This is an optimization exercise on Yosys and OpenROAD, whose aim is few clock cycles, not a production implementation.
The RTL was checked by simulation tests, not by an equivalence proof against the original design.
No activity file was given, so power comes from the tool's default toggle rates.

<file path="flow/run.sh">
#!/bin/bash
# synth_recipe.tcl (not shown) runs the flow's synth.tcl, then flattens the netlist and writes it again
# the make line also repeats each setting of config.mk as NAME=value (left out here)
make -C /OpenROAD-flow-scripts/flow DESIGN_CONFIG=/design/flow/config.mk WORK_HOME=/design/flow/orfs CLKGATE_MAP_FILE= SYNTH_SCRIPT=/design/flow/synth_recipe.tcl finish
</file>
<file path="flow/config.mk">
export PLATFORM = sky130hd
export DESIGN_NAME = dcache_top
export DESIGN_NICKNAME = dcache_top
export VERILOG_FILES = /design/flow/design.v
export SDC_FILE = /design/flow/constraint.sdc
export NUM_CORES = 4
export LEC_CHECK = 0
export CAP_MARGIN = 20
export CORE_MARGIN = 2
export CORE_UTILIZATION = 40
export SLEW_MARGIN = 20
</file>
<file path="flow/constraint.sdc">
create_clock -name core_clock -period 12.0 [get_ports {CLK}]
set_input_delay 2.4000 -clock core_clock [delete_from_list [all_inputs] [get_ports {CLK}]]
set_output_delay 2.4000 -clock core_clock [all_outputs]
set_load 0.01 [all_outputs]
</file>
<file path="flow/design.v">
`default_nettype none
module dcache_data_array (
  input  logic          CLK,
  input  logic          nRST,
  input  logic          cw_en,
  input  logic [4:0]    cw_idx,
  input  logic [31:0]   cw_data,
  input  logic          fw_en,
  input  logic [4:0]    fw_idx,
  input  logic [31:0]   fw_data,
  output logic [1023:0] words
);
  for (genvar i = 0; i < 32; i++)
  begin : g_word
    always_ff @(posedge CLK, negedge nRST)
    begin
      if (!nRST)
        words[i*32 +: 32] <= '0;
      else if (cw_en && cw_idx == 5'(i))
        words[i*32 +: 32] <= cw_data;
      else if (fw_en && fw_idx == 5'(i))
        words[i*32 +: 32] <= fw_data;
    end
  end
endmodule
`default_nettype wire
`default_nettype none
module dcache_tag_array (
  input  logic         CLK,
  input  logic         nRST,
  input  logic         we,
  input  logic [3:0]   wline,
  input  logic [25:0]  wtag,
  output logic [415:0] tags
);
  for (genvar i = 0; i < 16; i++)
  begin : g_line
    always_ff @(posedge CLK, negedge nRST)
    begin
      if (!nRST)
        tags[i*26 +: 26] <= '0;
      else if (we && wline == 4'(i))
        tags[i*26 +: 26] <= wtag;
    end
  end
endmodule
`default_nettype wire
`default_nettype none
module dcache_ctrl #(
  parameter int WBN = 2  
) (
  input  logic          CLK,
  input  logic          nRST,
  input  logic          cpu_ren,
  input  logic          cpu_wen,
  input  logic          cpu_halt,
  input  logic [31:0]   cpu_addr,
  input  logic [31:0]   cpu_store,
  output logic          cpu_hit,
  output logic [31:0]   cpu_load,
  output logic          cpu_flushed,
  output logic          mem_ren,
  output logic          mem_wen,
  output logic [31:0]   mem_addr,
  output logic [31:0]   mem_store,
  input  logic          dwait,
  input  logic [31:0]   dload,
  output logic          tag_we,
  output logic [3:0]    tag_wline,
  output logic [25:0]   tag_wtag,
  input  logic [415:0]  tags,
  output logic          cw_en,
  output logic [4:0]    cw_idx,
  output logic [31:0]   cw_data,
  output logic          fw_en,
  output logic [4:0]    fw_idx,
  output logic [31:0]   fw_data,
  input  logic [1023:0] words
);
  localparam logic [1:0] K_FILL  = 2'd0;
  localparam logic [1:0] K_WB    = 2'd1;
  localparam logic [1:0] K_FLUSH = 2'd2;
  localparam int WBW = (WBN > 4) ? 3 : (WBN > 2) ? 2 : 1;
  logic        flushed_q;
  logic [15:0] valid_q, dirty_q;      
  logic [31:0] need_q, pres_q;        
  logic [7:0]  lru_q;                 
  logic        fw_q;                  
  logic [WBN-1:0]       wbv_q;        
  logic [WBN-1:0]       wbw_q;        
  logic [WBN-1:0][28:0] wba_q;        
  logic [WBN-1:0][63:0] wbd_q;        
  logic        act_q;                 
  logic        op_rd_q;
  logic [29:0] op_addr_q;             
  logic [31:0] op_data_q;
  logic [1:0]  op_kind_q;
  logic [4:0]  op_widx_q;             
  logic [WBW-1:0] op_wbi_q;           
  logic [15:0][25:0] tag_a;
  logic [31:0][31:0] word_a;
  assign tag_a  = tags;
  assign word_a = words;
  logic        req;
  logic [2:0]  idx;
  logic        wsel;
  logic [25:0] rtag;
  logic        m0, m1, hit, hway, vway, aw;
  logic [3:0]  vline, aline;
  logic        wb_match, wb_full, v_need, v_dirty, can_alloc, alloc;
  logic        pres_w, rd_ok, cpu_wr;
  assign req  = (cpu_ren || cpu_wen) && !flushed_q;
  assign idx  = cpu_addr[5:3];
  assign wsel = cpu_addr[2];
  assign rtag = cpu_addr[31:6];
  assign m0    = valid_q[{1'b0, idx}] && (tag_a[{1'b0, idx}] == rtag);
  assign m1    = valid_q[{1'b1, idx}] && (tag_a[{1'b1, idx}] == rtag);
  assign hit   = m0 || m1;
  assign hway  = m1;
  assign vway  = !valid_q[{1'b0, idx}] ? 1'b0 :
                 !valid_q[{1'b1, idx}] ? 1'b1 : lru_q[idx];
  assign vline = {vway, idx};
  assign aw    = hit ? hway : vway;
  assign aline = {aw, idx};
  always_comb
  begin
    wb_match = 1'b0;
    for (int i = 0; i < WBN; i++)
      if (wbv_q[i] && wba_q[i] == cpu_addr[31:3])
        wb_match = 1'b1;
  end
  assign wb_full   = &wbv_q;
  assign v_need    = need_q[{vline, 1'b0}] || need_q[{vline, 1'b1}];
  assign v_dirty   = valid_q[vline] && dirty_q[vline];
  assign can_alloc = !hit && !wb_match && !v_need && !(v_dirty && wb_full);
  assign alloc     = req && can_alloc;
  assign pres_w    = pres_q[{hway, idx, wsel}];
  assign rd_ok     = hit && pres_w;
  logic        bus_free, want_crit, crit;
  logic        need_any, wb_any, dirty_any, halting;
  logic [4:0]  nsel;
  logic [WBW-1:0] wsel_i;
  logic [WBW-1:0] wfree_i;
  logic [3:0]  fsel;
  logic [15:0] dl;
  assign bus_free  = !act_q && !flushed_q;
  assign want_crit = req && ((cpu_ren && ((hit && !pres_w) || can_alloc)) ||
                             (cpu_wen && can_alloc));
  assign crit      = bus_free && want_crit;
  assign need_any  = |need_q;
  assign wb_any    = |wbv_q;
  assign dl        = valid_q & dirty_q;
  assign dirty_any = |dl;
  assign halting   = cpu_halt && !req;
  always_comb
  begin
    nsel = '0;
    for (int i = 31; i >= 0; i--)
      if (need_q[i])
        nsel = 5'(i);
    wsel_i = '0;
    for (int i = WBN - 1; i >= 0; i--)
      if (wbv_q[i])
        wsel_i = WBW'(i);
    wfree_i = '0;
    for (int i = WBN - 1; i >= 0; i--)
      if (!wbv_q[i])
        wfree_i = WBW'(i);
    fsel = '0;
    for (int i = 15; i >= 0; i--)
      if (dl[i])
        fsel = 4'(i);
  end
  logic        sel_valid, sel_rd;
  logic [29:0] sel_addr;
  logic [31:0] sel_data;
  logic [1:0]  sel_kind;
  logic [4:0]  sel_widx;
  always_comb
  begin
    sel_valid = 1'b0;
    sel_rd    = 1'b1;
    sel_addr  = cpu_addr[31:2];
    sel_data  = '0;
    sel_kind  = K_FILL;
    sel_widx  = {aline, wsel};
    if (crit)
    begin
      sel_valid = 1'b1;
    end
    else if (need_any)
    begin
      sel_valid = bus_free;
      sel_addr  = {tag_a[nsel[4:1]], nsel[3:0]};
      sel_widx  = nsel;
    end
    else if (wb_any)
    begin
      sel_valid = bus_free;
      sel_rd    = 1'b0;
      sel_kind  = K_WB;
      sel_addr  = {wba_q[wsel_i], wbw_q[wsel_i]};
      sel_data  = wbw_q[wsel_i] ? wbd_q[wsel_i][63:32] : wbd_q[wsel_i][31:0];
    end
    else if (halting && dirty_any)
    begin
      sel_valid = bus_free;
      sel_rd    = 1'b0;
      sel_kind  = K_FLUSH;
      sel_addr  = {tag_a[fsel], fsel[2:0], fw_q};
      sel_data  = word_a[{fsel, fw_q}];
      sel_widx  = {fsel, fw_q};
    end
  end
  logic        cur_valid, cur_rd, done, fill_done;
  logic [29:0] cur_addr;
  logic [31:0] cur_data;
  logic [1:0]  cur_kind;
  logic [4:0]  cur_widx;
  logic [WBW-1:0] cur_wbi;
  assign cur_valid = act_q || sel_valid;
  assign cur_rd    = act_q ? op_rd_q   : sel_rd;
  assign cur_addr  = act_q ? op_addr_q : sel_addr;
  assign cur_data  = act_q ? op_data_q : sel_data;
  assign cur_kind  = act_q ? op_kind_q : sel_kind;
  assign cur_widx  = act_q ? op_widx_q : sel_widx;
  assign cur_wbi   = act_q ? op_wbi_q  : wsel_i;
  assign done      = cur_valid && !dwait;
  assign fill_done = done && cur_rd;
  assign mem_ren   = cur_valid && cur_rd;
  assign mem_wen   = cur_valid && !cur_rd;
  assign mem_addr  = cur_valid ? {cur_addr, 2'b00} : 32'd0;
  assign mem_store = (cur_valid && !cur_rd) ? cur_data : 32'd0;
  logic flushed_now;
  always_comb
  begin
    cpu_hit = 1'b0;
    if (req)
    begin
      if (cpu_wen)
        cpu_hit = hit || can_alloc;
      else if (rd_ok)
        cpu_hit = 1'b1;
      else if (act_q)
        cpu_hit = fill_done && (op_addr_q == cpu_addr[31:2]);
      else
        cpu_hit = crit && !dwait;
    end
  end
  assign cpu_load    = rd_ok ? word_a[{hway, idx, wsel}] : dload;
  assign cpu_wr      = req && cpu_wen && (hit || can_alloc);
  assign flushed_now = halting && !flushed_q && !act_q && !need_any && !wb_any && !dirty_any;
  assign cpu_flushed = flushed_q || flushed_now;
  assign tag_we    = alloc;
  assign tag_wline = vline;
  assign tag_wtag  = rtag;
  assign cw_en   = cpu_wr;
  assign cw_idx  = {aline, wsel};
  assign cw_data = cpu_store;
  assign fw_en   = fill_done && !(pres_q[cur_widx] && !(alloc && cur_widx[4:1] == vline));
  assign fw_idx  = cur_widx;
  assign fw_data = dload;
  always_ff @(posedge CLK, negedge nRST)
  begin
    if (!nRST)
    begin
      flushed_q <= 1'b0;
      act_q     <= 1'b0;
      op_rd_q   <= 1'b0;
      op_addr_q <= '0;
      op_data_q <= '0;
      op_kind_q <= K_FILL;
      op_widx_q <= '0;
      op_wbi_q  <= '0;
      fw_q      <= 1'b0;
      lru_q     <= '0;
    end
    else
    begin
      if (flushed_now)
        flushed_q <= 1'b1;
      if (!act_q && sel_valid && dwait)
      begin
        act_q     <= 1'b1;
        op_rd_q   <= sel_rd;
        op_addr_q <= sel_addr;
        op_data_q <= sel_data;
        op_kind_q <= sel_kind;
        op_widx_q <= sel_widx;
        op_wbi_q  <= wsel_i;
      end
      else if (act_q && !dwait)
        act_q <= 1'b0;
      if (done && cur_kind == K_FLUSH)
        fw_q <= !cur_addr[0];
      if (cpu_hit)
        lru_q[idx] <= !aw;
    end
  end
  for (genvar l = 0; l < 16; l++)
  begin : g_line
    always_ff @(posedge CLK, negedge nRST)
    begin
      if (!nRST)
      begin
        valid_q[l] <= 1'b0;
        dirty_q[l] <= 1'b0;
      end
      else if (flushed_now)
      begin
        valid_q[l] <= 1'b0;
        dirty_q[l] <= 1'b0;
      end
      else
      begin
        if (alloc && vline == 4'(l))
        begin
          valid_q[l] <= 1'b1;
          dirty_q[l] <= cpu_wen;
        end
        else if (cpu_wr && aline == 4'(l))
          dirty_q[l] <= 1'b1;
        else if (done && cur_kind == K_FLUSH && cur_addr[0] && cur_widx[4:1] == 4'(l))
          dirty_q[l] <= 1'b0;
      end
    end
    for (genvar k = 0; k < 2; k++)
    begin : g_word
      always_ff @(posedge CLK, negedge nRST)
      begin
        if (!nRST)
        begin
          need_q[2*l+k] <= 1'b0;
          pres_q[2*l+k] <= 1'b0;
        end
        else if (fill_done && cur_widx == 5'(2*l+k))
        begin
          need_q[2*l+k] <= 1'b0;
          pres_q[2*l+k] <= 1'b1;
        end
        else if (alloc && vline == 4'(l))
        begin
          need_q[2*l+k] <= 1'b1;
          pres_q[2*l+k] <= cpu_wen && wsel == 1'(k);
        end
        else if (cpu_wr && aline == 4'(l) && wsel == 1'(k))
          pres_q[2*l+k] <= 1'b1;
      end
    end
  end
  for (genvar i = 0; i < WBN; i++)
  begin : g_wb
    always_ff @(posedge CLK, negedge nRST)
    begin
      if (!nRST)
      begin
        wbv_q[i] <= 1'b0;
        wbw_q[i] <= 1'b0;
        wba_q[i] <= '0;
        wbd_q[i] <= '0;
      end
      else if (alloc && v_dirty && wfree_i == WBW'(i))
      begin
        wbv_q[i] <= 1'b1;
        wbw_q[i] <= 1'b0;
        wba_q[i] <= {tag_a[vline], idx};
        wbd_q[i] <= {word_a[{vline, 1'b1}], word_a[{vline, 1'b0}]};
      end
      else if (done && cur_kind == K_WB && cur_wbi == WBW'(i))
      begin
        if (cur_addr[0])
          wbv_q[i] <= 1'b0;
        wbw_q[i] <= 1'b1;
      end
    end
  end
endmodule
`default_nettype wire
`default_nettype none
module dcache_top (
  input  logic        CLK,
  input  logic        nRST,
  input  logic        cpu_ren,
  input  logic        cpu_wen,
  input  logic        cpu_halt,
  input  logic [31:0] cpu_addr,
  input  logic [31:0] cpu_store,
  output logic        cpu_hit,
  output logic [31:0] cpu_load,
  output logic        cpu_flushed,
  output logic        mem_ren,
  output logic        mem_wen,
  output logic [31:0] mem_addr,
  output logic [31:0] mem_store,
  input  logic        dwait,
  input  logic [31:0] dload
);
  logic          tag_we;
  logic [3:0]    tag_wline;
  logic [25:0]   tag_wtag;
  logic [415:0]  tags;
  logic          cw_en, fw_en;
  logic [4:0]    cw_idx, fw_idx;
  logic [31:0]   cw_data, fw_data;
  logic [1023:0] words;
  dcache_ctrl ctrl_i (
    .CLK         (CLK),
    .nRST        (nRST),
    .cpu_ren     (cpu_ren),
    .cpu_wen     (cpu_wen),
    .cpu_halt    (cpu_halt),
    .cpu_addr    (cpu_addr),
    .cpu_store   (cpu_store),
    .cpu_hit     (cpu_hit),
    .cpu_load    (cpu_load),
    .cpu_flushed (cpu_flushed),
    .mem_ren     (mem_ren),
    .mem_wen     (mem_wen),
    .mem_addr    (mem_addr),
    .mem_store   (mem_store),
    .dwait       (dwait),
    .dload       (dload),
    .tag_we      (tag_we),
    .tag_wline   (tag_wline),
    .tag_wtag    (tag_wtag),
    .tags        (tags),
    .cw_en       (cw_en),
    .cw_idx      (cw_idx),
    .cw_data     (cw_data),
    .fw_en       (fw_en),
    .fw_idx      (fw_idx),
    .fw_data     (fw_data),
    .words       (words)
  );
  dcache_tag_array tags_i (
    .CLK   (CLK),
    .nRST  (nRST),
    .we    (tag_we),
    .wline (tag_wline),
    .wtag  (tag_wtag),
    .tags  (tags)
  );
  dcache_data_array data_i (
    .CLK     (CLK),
    .nRST    (nRST),
    .cw_en   (cw_en),
    .cw_idx  (cw_idx),
    .cw_data (cw_data),
    .fw_en   (fw_en),
    .fw_idx  (fw_idx),
    .fw_data (fw_data),
    .words   (words)
  );
endmodule
`default_nettype wire
</file>
==> notes.md <==
- The placed instances occupy a cell area of around 130000 µm².
- In the finished design, the share of the clock period the worst path needs comes to 0.969.
- The via density per instance is 7.03.
- Each instance of the synthesized netlist takes up on average 9.73 µm².
- The wire-length estimate of the detail-placed layout is around 350000 µm.
- In this run, the number of DRC markers left after iteration 0 of detailed routing was ~17000.
- The post-cts gate resize count is 0.
- The post-synthesis to final-layout area growth is 10.8%.
- The setup clock skew after layout is roughly 80 ps.
- The end of the worst register-to-register path is data_i.words[205]$_DFFE_PN0P_.
- The worst setup path is of the primary input to primary output kind.
- Of the synthesized area, sequential elements account for 0.377.
- The post-placement cell count is about 15000.
- Headroom to the max-slew limit came out at 0.0375.
- In this run, synthesis inferred 0 flip-flops with an integrated enable.
- At the later pin of the worst-skew pair, clock insertion delay measures 960 ps.
- After clock tree synthesis, the clock-pin slew on the worst setup and hold paths is 60 ps.
- The destination of the worst hold path is ctrl_i.op_kind_q[0]$_DFFE_PN0P_.
- In the routed design, unresolved DRC markers number 0.
- For the worst setup path, the data arrival time is roughly 9200 ps.
- The clock tree synthesis step divided the H-tree into 4 levels.
- After clock tree synthesis, the setup repair step added 0 buffers.
- Yosys printed 3 warnings.
- The data required time at the worst endpoint is ~9600 ps.
- Timing analysis after detailed placement gives a worst setup slack of 606 ps.
- The number of global-route vias before repair is 107000.
- For this block, the routed nets add up to roughly 570000 µm of wire.
- Entering global routing, the biggest net connects 174 pins.
- The count of cells in the finished layout, fillers not included, comes to 15900.
- After detailed routing, the average wire length per cell comes to 35.9 µm.
- The critical path capture point type is a primary output.
- By area the synthesized netlist is led by dfrtp_1 (38%), mux4_2 (14%), mux2i_1 (8.1%).
- The floorplan step defined a core boundary enclosing 299000 µm².
- The buffer type at the clock tree root is clkbuf_16.
- The flow ran to the end and the layout has no timing, DRC or antenna violations.
- The startpoint of the lowest-slack register-to-register path is tags_i.tags[364]$_DFFE_PN0P_.
- The share of cells above drive strength 1 is 0.206.
- For the worst flop-to-flop path, the logic depth is 17.
- Setup repair after global routing left no endpoint under its margin.
- The maximum clock rate is 86.0 MHz.
- The die footprint is 304000 µm².
- The cell taking the most area after synthesis is dfrtp_1.
- The max-capacitance violation count is 0.
- The starting utilization of the core area is 0.401.
- The measured slew at the worst slew-check pin is 1400 ps.
- Across all hold checks on the routed design, the worst slack comes to 485 ps.
- After the last flow step, the layout net total stands at roughly 12000.
- The minimum clock period is 11620 ps.
- In this run the horizontal extent of the chip is 551 µm.
- The async set or reset register ratio after synthesis is 1.00.
- The flip-flop cell with the highest count after synthesis is dfrtp_1.
- Along the worst path, the maximum fanout reaches 62.
- The combined global-route utilization of all metal layers is 0.368.
- After filler insertion, the fill cell instance count of the layout stands at approximately 28000.
- The origin of the worst min-delay path is ctrl_i.op_kind_q[0]$_DFFE_PN0P_.
- The number of antenna violations at the first check in global routing is 34.
- The worst register-to-register path has a setup slack of 4060 ps.
- Summed over all cells, the static leakage comes to 0.0551 µW.
- Counting flops and latches in the post-synthesis netlist gives approximately 1800.
- The final hold violation count is 0.
- The clock passes through at most 4 buffers.
- From bottom edge to top edge, the die measures 551 µm.
- The worst-case vdd ir drop is 0.000473 V.
- Of the post-synthesis cell area, the dominant cell type holds 0.377.
- The number of port buffers is approximately 200.
- The first-pass iteration count of the detailed router is 7.
- Summed over all layers, the global routing overflow is 0.
- Summing over every cut layer, the via total after detailed routing is 112000.
- The global-route wire length before repair is 805000 µm.
- The worst path meets setup with about 380 ps of slack.
- The clock net sink count is 1808.
- TritonCTS built the clock tree.
- The area of all placed cells without fillers is 133000 µm².
- The count of pins over their slew limit came to 0.
- Counting instances, the worst hold path has a depth of 2.
- In this run the cell area of the synthesized design comes to 120000 µm².
- The number of top-level pins is 202.
- STA classifies the critical path startpoint as a primary input.
- The path class of the tightest hold or removal check is register to register.
- The number of distinct standard cells referenced by the synthesized netlist is 98.
- The post-synthesis instance total is 12300.
- The ratio of total power to cell area is 295 nW/µm².
- Buffers inserted during clock tree synthesis total 212.
- The number of nets with antenna violations after detailed routing is 0.
- The number of hold buffers added after CTS is 0.
- The final setup violation count is 0.
- The weighted congestion at the end of routability-driven global placement is 1.00.
- The final setup TNS is 0 ps.
- The floorplan row count is 201.
-- layer usage --
layer | global-route usage | wire length (µm) | vias up
met4 | 0.294 | 55800 | 16
met3 | 0.146 | 84400 | 2604
met1 | 0.450 | 198000 | 55500
met5 | 0.00109 | 128 | -
met2 | 0.512 | 232000 | 9221
li1 | - | - | 44400
-- cell usage in the layout (no fill, tap or decap), types with 113 or more instances in the layout --
cell type and instances:
a21oi_1 897, dfrtp_1 1804, clkdlybuf4s50_1 188, a31oi_1 215
a211oi_1 342, nand3_1 141, o221a_1 128, nor3_1 1181
nand2_1 1020, mux2_2 637, o21ai_0 368, a22oi_1 114
mux4_2 721, mux2i_1 965, nor2_1 1108, clkbuf_16 217
or2_2 113, buf_4 394
-- power breakdown --
part	switching [µW]	internal (µW)
Clock	2850	4000
Combinational	13000	8540
Sequential	2340	8500
-- critical path: stages --
cell	delay (ps)
buf_8	520
buf_4	570
nand2b_1	450
o22ai_1	350
or3_1	160
o211ai_1	240
or4_1	700
or4_4	690
and3_4	250
nor2_2	100
buf_4	230
nand2_1	370
a21oi_4	1000
a21oi_1	470
clkdlybuf4s50_1	600
-- sequential cells by signal (all words and copies together) (netlist names), 16 cells and up --
signal,count
ctrl_i.dirty_q,16
ctrl_i.need_q,32
ctrl_i.op_addr_q,30
ctrl_i.op_data_q,32
ctrl_i.pres_q,32
ctrl_i.valid_q,16
ctrl_i.wba_q,58
ctrl_i.wbd_q,128
data_i.words,1024
tags_i.tags,416
-- worst max-delay path by stage --
stage | startpoint | endpoint
4_1_cts | cpu_addr[3] | mem_store[5]
5_1_grt | cpu_addr[3] | mem_store[5]
2_1_floorplan | cpu_addr[4] | mem_store[16]
3_5_place_dp | cpu_addr[3] | mem_store[23]
6_report | cpu_addr[3] | mem_store[28]
3_3_place_gp | cpu_addr[3] | mem_store[5]
-- metrics by stage --
| stage | util | total power, µW |
|---|---|---|
| after CTS | 0.443 | 38200 |
| after global placement | 0.419 | 30800 |
| after detailed placement | 0.420 | 31400 |
| after global routing | 0.444 | 40600 |
| after floorplan | - | 24300 |
| final | 0.444 | 39200 |
-- area by class of cell --
class | instances | area, µm² | share of cell area
Sequential cell | 1808 | 45300 | 0.341
Clock buffer | 303 | 6170 | 0.0465
Multi-Input combinational cell | 8978 | 69300 | 0.522
Antenna cell | 28 | 70.1 | 0.000527
Inverter | 107 | 417 | 0.00314
Clock inverter | 71 | 922 | 0.00694
Tap cell | 3958 | 4950 | 0.0373
Timing Repair Buffer | 629 | 5730 | 0.0432
-- Yosys cell counts, drive strengths merged (94+ instances only) --
library cell	instances
nand3	175
dfrtp	1808
nand2	1034
mux4	721
a21oi	905
buf	351
inv	104
mux2i	972
or2	117
clkbuf	1078
o221a	128
a31oi	217
a22oi	114
a211oi	343
xnor2	94
o21ai	465
mux2	650
nor3	1194
nor2	1133
-- kinds of logic (layout without fill, tap and decap cells) --
kind of cell	after synthesis	in the layout	share of synthesized area
DFF	1808	1808	0.377
muxes	2343	2343	0.278
AOI/OAI and AO/OA	2563	2563	0.135
xor gates and xnor gates	125	125	0.00913
adders and majority gates	5	5	0.000522
other	1	30	0.0000313
buffers and inverters	1536	1110	0.0524
and+or+nand+nor	3940	3940	0.147
Testbench counts, summed over its fixed seeds: cycles 18,172.

## port drivers added, routing unchanged
The results above use ideal ports. As a check the final layout listed here was re-extracted and re-timed, cells and wires unchanged.
Step 1 assumes that a clkbuf_16 drives the clock port and a buf_2 every other input.
Step 2 times the ports against the registers' clock, not the clock port: input delays grow and output delays shrink by t, the midpoint of the rising clock arrivals with the driver on.
a / b / c = ideal ports / drivers / drivers and shift; a / b = the first two.
shift t [ns]: 1.015
setup slack, ns: 0.376 / 0.325 / 0.325
worst hold slack (ns): 0.485 / 0.485 / 0.485
clock arrival spread, ns: 0.079 / 0.080
cell pins on the clock port's net: 1
After both steps setup and hold are still met in this run. For this run, drivers alone change the setup slack by -0.051 ns; drivers and shift together by -0.051 ns.
